From an optimization exercise on the open Yosys and OpenROAD flow, aimed at small area and a short achievable clock period; shortcuts taken in it are not production practice.
At most, simulation tests tie the RTL to the original design; equivalence was not proved.
Power is estimated from default activity; no workload was simulated.

==> trial 92: inputs <==
==> flow/design.v <==
module mem_unit_hs #(
    parameter int word_size   = 8,
    parameter int addr_size   = 8,
    parameter int wait_states = 2
) (
    input  logic                 clk,
    input  logic                 rst,
    input  logic                 req,
    input  logic                 write,
    input  logic [addr_size-1:0] address,
    input  logic [word_size-1:0] data_in,
    output logic [word_size-1:0] data_out,
    output logic                 ready,
    output logic                 busy,
    output logic                 err
);
    localparam int nw = 2**addr_size;
    localparam int ng = 8;             
    localparam int gw = nw / ng;       
    logic p1, p2, wr3, rd3;
    logic wr_q;
    logic [addr_size-1:0] addr_q;
    logic [word_size-1:0] data_q;
    logic [word_size-1:0] mem [nw];
    logic acc;
    assign acc = !busy && req;
    assign err = 1'b0;
    always_ff @(posedge clk or posedge rst)
        if (rst) begin
            p1    <= 1'b0;
            p2    <= 1'b0;
            wr3   <= 1'b0;
            rd3   <= 1'b0;
            busy  <= 1'b0;
            ready <= 1'b0;
        end else begin
            p1    <= acc;
            p2    <= p1;
            wr3   <= p2 && wr_q;
            rd3   <= p2 && !wr_q;
            busy  <= acc || p1 || p2;
            ready <= wr3 || rd3;
        end
    always_ff @(posedge clk)
        if (!busy) begin
            wr_q   <= write;
            addr_q <= address;
            data_q <= data_in;
        end
    logic [15:0] lo, hi, hw;
    logic [nw-1:0] sel, we, hold;
    always_comb begin
        for (int k = 0; k < 16; k++) begin
            lo[k] = addr_q[3:0] == 4'(k);
            hi[k] = addr_q[7:4] == 4'(k);
            hw[k] = hi[k] && wr3;
        end
        for (int i = 0; i < nw; i++) begin
            sel[i]  = hi[i/16] && lo[i%16];
            we[i]   = hw[i/16] && lo[i%16];
            hold[i] = !we[i];
        end
    end
    always_ff @(posedge clk)
        for (int i = 0; i < nw; i++)
            mem[i] <= (mem[i] & {word_size{hold[i]}}) | (data_q & {word_size{we[i]}});
    logic [word_size-1:0] part [ng];
    logic [word_size-1:0] part_q [ng];
    always_comb
        for (int g = 0; g < ng; g++) begin
            part[g] = '0;
            for (int w = 0; w < gw; w++)
                part[g] = part[g] | (mem[g*gw+w] & {word_size{sel[g*gw+w]}});
        end
    always_ff @(posedge clk)
        for (int g = 0; g < ng; g++) part_q[g] <= part[g];
    logic [word_size-1:0] rd;
    always_comb begin
        rd = '0;
        for (int g = 0; g < ng; g++) rd = rd | part_q[g];
    end
    always_ff @(posedge clk or posedge rst)
        if (rst) data_out <= '0;
        else if (rd3) data_out <= rd;
endmodule
==> flow/run.sh <==
#!/bin/bash
# synth_recipe.tcl (not shown) runs the flow's synth.tcl, then flattens the netlist and writes it again
# the make line also repeats each setting of config.mk as NAME=value (left out here)
make -C /OpenROAD-flow-scripts/flow DESIGN_CONFIG=/design/flow/config.mk WORK_HOME=/design/flow/orfs CLKGATE_MAP_FILE= SYNTH_SCRIPT=/design/flow/synth_recipe.tcl finish
==> flow/config.mk <==
export PLATFORM = sky130hd
export DESIGN_NAME = mem_unit_hs
export DESIGN_NICKNAME = mem_unit_hs
export VERILOG_FILES = /design/flow/design.v
export SDC_FILE = /design/flow/constraint.sdc
export NUM_CORES = 4
export LEC_CHECK = 0
export CAP_MARGIN = 20
export CORE_MARGIN = 2
export CORE_UTILIZATION = 70
export SLEW_MARGIN = 20
==> flow/constraint.sdc <==
create_clock -name core_clock -period 4.0 [get_ports {clk}]
set_input_delay 0.8000 -clock core_clock [delete_from_list [all_inputs] [get_ports {clk}]]
set_output_delay 0.8000 -clock core_clock [all_outputs]
set_load 0.01 [all_outputs]
==> inputs of trial 10, as changes to trial 92 <==
==> flow/design.v, changed modules only <==
module mem_unit_hs #(
    parameter int word_size   = 8,
    parameter int addr_size   = 8,
    parameter int wait_states = 2
) (
    input  logic                 clk,
    input  logic                 rst,
    input  logic                 req,
    input  logic                 write,
    input  logic [addr_size-1:0] address,
    input  logic [word_size-1:0] data_in,
    output logic [word_size-1:0] data_out,
    output logic                 ready,
    output logic                 busy,
    output logic                 err
);
    localparam int nw = 2**addr_size;
    localparam int ng = 8;             
    localparam int gw = nw / ng;       
    logic p1, p2, wr3, wr3n, rd3, idle;
    logic wr_q;
    logic [15:0] lo_q, hi_q;
    logic [word_size-1:0] data_q;
    logic [word_size-1:0] mem [nw];
    logic acc;
    assign acc = idle && req;
    assign err = 1'b0;
    always_ff @(posedge clk or posedge rst)
        if (rst) begin
            p1    <= 1'b0;
            p2    <= 1'b0;
            wr3   <= 1'b0;
            wr3n  <= 1'b1;
            rd3   <= 1'b0;
            busy  <= 1'b0;
            idle  <= 1'b1;
            ready <= 1'b0;
        end else begin
            p1    <= acc;
            p2    <= p1;
            wr3   <= p2 && wr_q;
            wr3n  <= !(p2 && wr_q);
            rd3   <= p2 && !wr_q;
            busy  <= acc || p1 || p2;
            idle  <= !(acc || p1 || p2);
            ready <= wr3 || rd3;
        end
    always_ff @(posedge clk)
        if (idle) begin
            wr_q   <= write;
            data_q <= data_in;
            for (int k = 0; k < 16; k++) begin
                lo_q[k] <= address[3:0] == 4'(k);
                hi_q[k] <= address[7:4] == 4'(k);
            end
        end
    logic [nw-1:0] sel, we, hold;
    always_comb
        for (int i = 0; i < nw; i++) begin
            sel[i]  = hi_q[i/16] && lo_q[i%16];
            we[i]   = sel[i] && wr3;
            hold[i] = !sel[i] || wr3n;
        end
    always_ff @(posedge clk)
        for (int i = 0; i < nw; i++)
            mem[i] <= (mem[i] & {word_size{hold[i]}}) | (data_q & {word_size{we[i]}});
    logic [word_size-1:0] part [ng];
    logic [word_size-1:0] part_q [ng];
    always_comb
        for (int g = 0; g < ng; g++) begin
            part[g] = '0;
            for (int w = 0; w < gw; w++)
                part[g] = part[g] | (mem[g*gw+w] & {word_size{sel[g*gw+w]}});
        end
    always_ff @(posedge clk)
        for (int g = 0; g < ng; g++) part_q[g] <= part[g];
    logic [word_size-1:0] rd;
    always_comb begin
        rd = '0;
        for (int g = 0; g < ng; g++) rd = rd | part_q[g];
    end
    always_ff @(posedge clk or posedge rst)
        if (rst) data_out <= '0;
        else if (rd3) data_out <= rd;
endmodule
CTS_BUF_LIST = sky130_fd_sc_hd__clkbuf_4 sky130_fd_sc_hd__clkbuf_8 sky130_fd_sc_hd__clkbuf_16   (was default)
CTS_CLUSTER_DIAMETER = 80   (was default)
CTS_CLUSTER_SIZE = 30   (was default)
SETUP_SLACK_MARGIN = 1.9   (was default)
==> inputs of trial 73, as changes to trial 92 <==
==> flow/design.v, changed modules only <==
module mem_unit_hs_row #(
    parameter int word_size = 8
) (
    input  logic                 clk,
    input  logic                 rsel,     
    input  logic                 wseln,    
    input  logic                 wkeep,    
    input  logic [15:0]          lo,       
    input  logic [15:0]          lon,      
    input  logic [word_size-1:0] d,
    output logic [word_size-1:0] rd
);
    logic [word_size-1:0] mem [16];
    logic [15:0] we, hold;
    always_comb
        for (int k = 0; k < 16; k++) begin
            we[k]   = !(wseln || lon[k]);
            hold[k] = !(wkeep && lo[k]);
        end
    always_ff @(posedge clk)
        for (int k = 0; k < 16; k++)
            mem[k] <= (mem[k] & {word_size{hold[k]}}) | (d & {word_size{we[k]}});
    logic [word_size-1:0] sum;
    always_comb begin
        sum = '0;
        for (int k = 0; k < 16; k++) sum = sum | (mem[k] & {word_size{lo[k]}});
    end
    assign rd = sum & {word_size{rsel}};
endmodule
module mem_unit_hs #(
    parameter int word_size   = 8,
    parameter int addr_size   = 8,
    parameter int wait_states = 2
) (
    input  logic                 clk,
    input  logic                 rst,
    input  logic                 req,
    input  logic                 write,
    input  logic [addr_size-1:0] address,
    input  logic [word_size-1:0] data_in,
    output logic [word_size-1:0] data_out,
    output logic                 ready,
    output logic                 busy,
    output logic                 err
);
    localparam int ng = 8;             
    logic p1, p2, p3, wr3, rd3, idle;
    logic wr_q;
    logic [15:0] lo_q, hi_q;
    logic [word_size-1:0] data_q;
    logic acc;
    assign acc = idle && req;
    assign err = 1'b0;
    always_ff @(posedge clk or posedge rst)
        if (rst) begin
            p1    <= 1'b0;
            p2    <= 1'b0;
            wr3   <= 1'b0;
            p3    <= 1'b0;
            rd3   <= 1'b0;
            busy  <= 1'b0;
            idle  <= 1'b1;
            ready <= 1'b0;
        end else begin
            p1    <= acc;
            p2    <= p1;
            wr3   <= p2 && wr_q;
            p3    <= p2;
            rd3   <= p2 && !wr_q;
            busy  <= acc || p1 || p2;
            idle  <= !(acc || p1 || p2);
            ready <= wr3 || rd3;
        end
    always_ff @(posedge clk)
        if (idle) begin
            wr_q   <= write;
            data_q <= data_in;
            for (int k = 0; k < 16; k++) begin
                lo_q[k] <= address[3:0] == 4'(k);
                hi_q[k] <= address[7:4] == 4'(k);
            end
        end
    logic [word_size-1:0] row_rd [16];
    for (genvar j = 0; j < 16; j++) begin : g_row
        mem_unit_hs_row #(.word_size(word_size)) u_row (
            .clk  (clk),
            .rsel (hi_q[j]),
            .wseln(!(hi_q[j] && wr3)),
            .wkeep(hi_q[j] && p3 && wr_q),
            .lo   (lo_q),
            .lon  (~lo_q),
            .d    (data_q),
            .rd   (row_rd[j])
        );
    end
    logic [word_size-1:0] part [ng];
    logic [word_size-1:0] part_q [ng];
    always_comb
        for (int g = 0; g < ng; g++) begin
            part[g] = '0;
            for (int j = 0; j < 16/ng; j++) part[g] = part[g] | row_rd[g*(16/ng)+j];
        end
    always_ff @(posedge clk)
        for (int g = 0; g < ng; g++) part_q[g] <= part[g];
    logic [word_size-1:0] rd;
    always_comb begin
        rd = '0;
        for (int g = 0; g < ng; g++) rd = rd | part_q[g];
    end
    always_ff @(posedge clk or posedge rst)
        if (rst) data_out <= '0;
        else if (rd3) data_out <= rd;
endmodule
CAP_MARGIN = 30   (was 20)
CORE_UTILIZATION = 85   (was 70)
CTS_BUF_LIST = sky130_fd_sc_hd__clkbuf_4 sky130_fd_sc_hd__clkbuf_8 sky130_fd_sc_hd__clkbuf_16   (was default)
CTS_CLUSTER_DIAMETER = 80   (was default)
CTS_CLUSTER_SIZE = 30   (was default)
SETUP_SLACK_MARGIN = 1.9   (was default)
==> run notes <==
- Critical path depth: trial 73 < trial 10 < trial 92.
- In sequential cell count, trial 10 and trial 73 do not differ.
- Global-route usage: trial 10 is higher than trial 73 (1.9 points).
- Synthesized cell count: trial 92 < trial 73 < trial 10.
- Clock skew, lowest first: trial 92, trial 10, trial 73.
- Of trial 73 and trial 92, trial 73 has the higher wire length (gap about 16%, measured against trial 92).
==> figures <==
Outcome: trial 10 timing/DRC/antenna clean; trial 92 timing/DRC/antenna clean; trial 73 timing/DRC/antenna clean
P_clk: trial 10 0.0110 W; trial 92 0.0185 W; trial 73 0.0109 W
GRT met2 Usage: trial 10 0.661; trial 92 0.550; trial 73 0.675
Most repeated cell in the gate-level netlist after synthesis: trial 10 sky130_fd_sc_hd__dfxtp_1; trial 92 sky130_fd_sc_hd__edfxtp_1; trial 73 sky130_fd_sc_hd__a22o_1
Seq power: trial 10 0.0377 W; trial 92 0.0261 W; trial 73 0.0381 W
Num rows: trial 10 123; trial 92 125; trial 73 112
Global-route wire length before repair: trial 10 414 mm; trial 92 305 mm; trial 73 345 mm
Most common cell after layout, fill and taps aside: trial 10 sky130_fd_sc_hd__dfxtp_1; trial 92 sky130_fd_sc_hd__edfxtp_1; trial 73 sky130_fd_sc_hd__a22o_1
Final core occ: trial 10 0.751; trial 92 0.794; trial 73 0.896
Number of setup buffers added after CTS: trial 10 73; trial 92 0; trial 73 39
Sequential standard cell area: trial 10 0.0439 sq mm; trial 92 0.0636 sq mm; trial 73 0.0439 sq mm
Share of the final layout cell area in multi-input gates: trial 10 0.387; trial 92 0.176; trial 73 0.393
Number of buffers created by CTS: trial 10 83; trial 92 202; trial 73 82
The RTL of trial 92 was laid out without a check of its function.

-- afterwards: timing with drivers on the ports --
The results above use ideal ports. As a check the final layouts listed here were re-extracted and re-timed, cells and wires unchanged.
Step 1 sets driving cells, clkbuf_16 on the clock port and buf_2 on the other inputs (assumed; they add their load-dependent delay and slew).
Step 2 times the ports against the registers' clock, not the clock port: input delays grow and output delays shrink by t, the midpoint of the rising clock arrivals with the driver on.
Three values: no drivers, after step 1, after step 2; two values: the first two.
run	shift t [ns]	slack for setup (ns)	clock arrival spread, ns	worst register clock-pin slew, ns
trial 92	0.870	0.752 / 0.752 / 0.752	0.035 / 0.034	0.06 / 0.06
trial 10	0.825	1.743 / 1.687 / 1.425	0.036 / 0.036	0.12 / 0.12
trial 73	0.799	1.657 / 1.657 / 1.327	0.046 / 0.046	0.12 / 0.12
After both steps every run listed still meets setup and hold. The setup slack of trial 73, which loses most, moves by 0.000 ns with the drivers and by -0.330 ns with both steps.
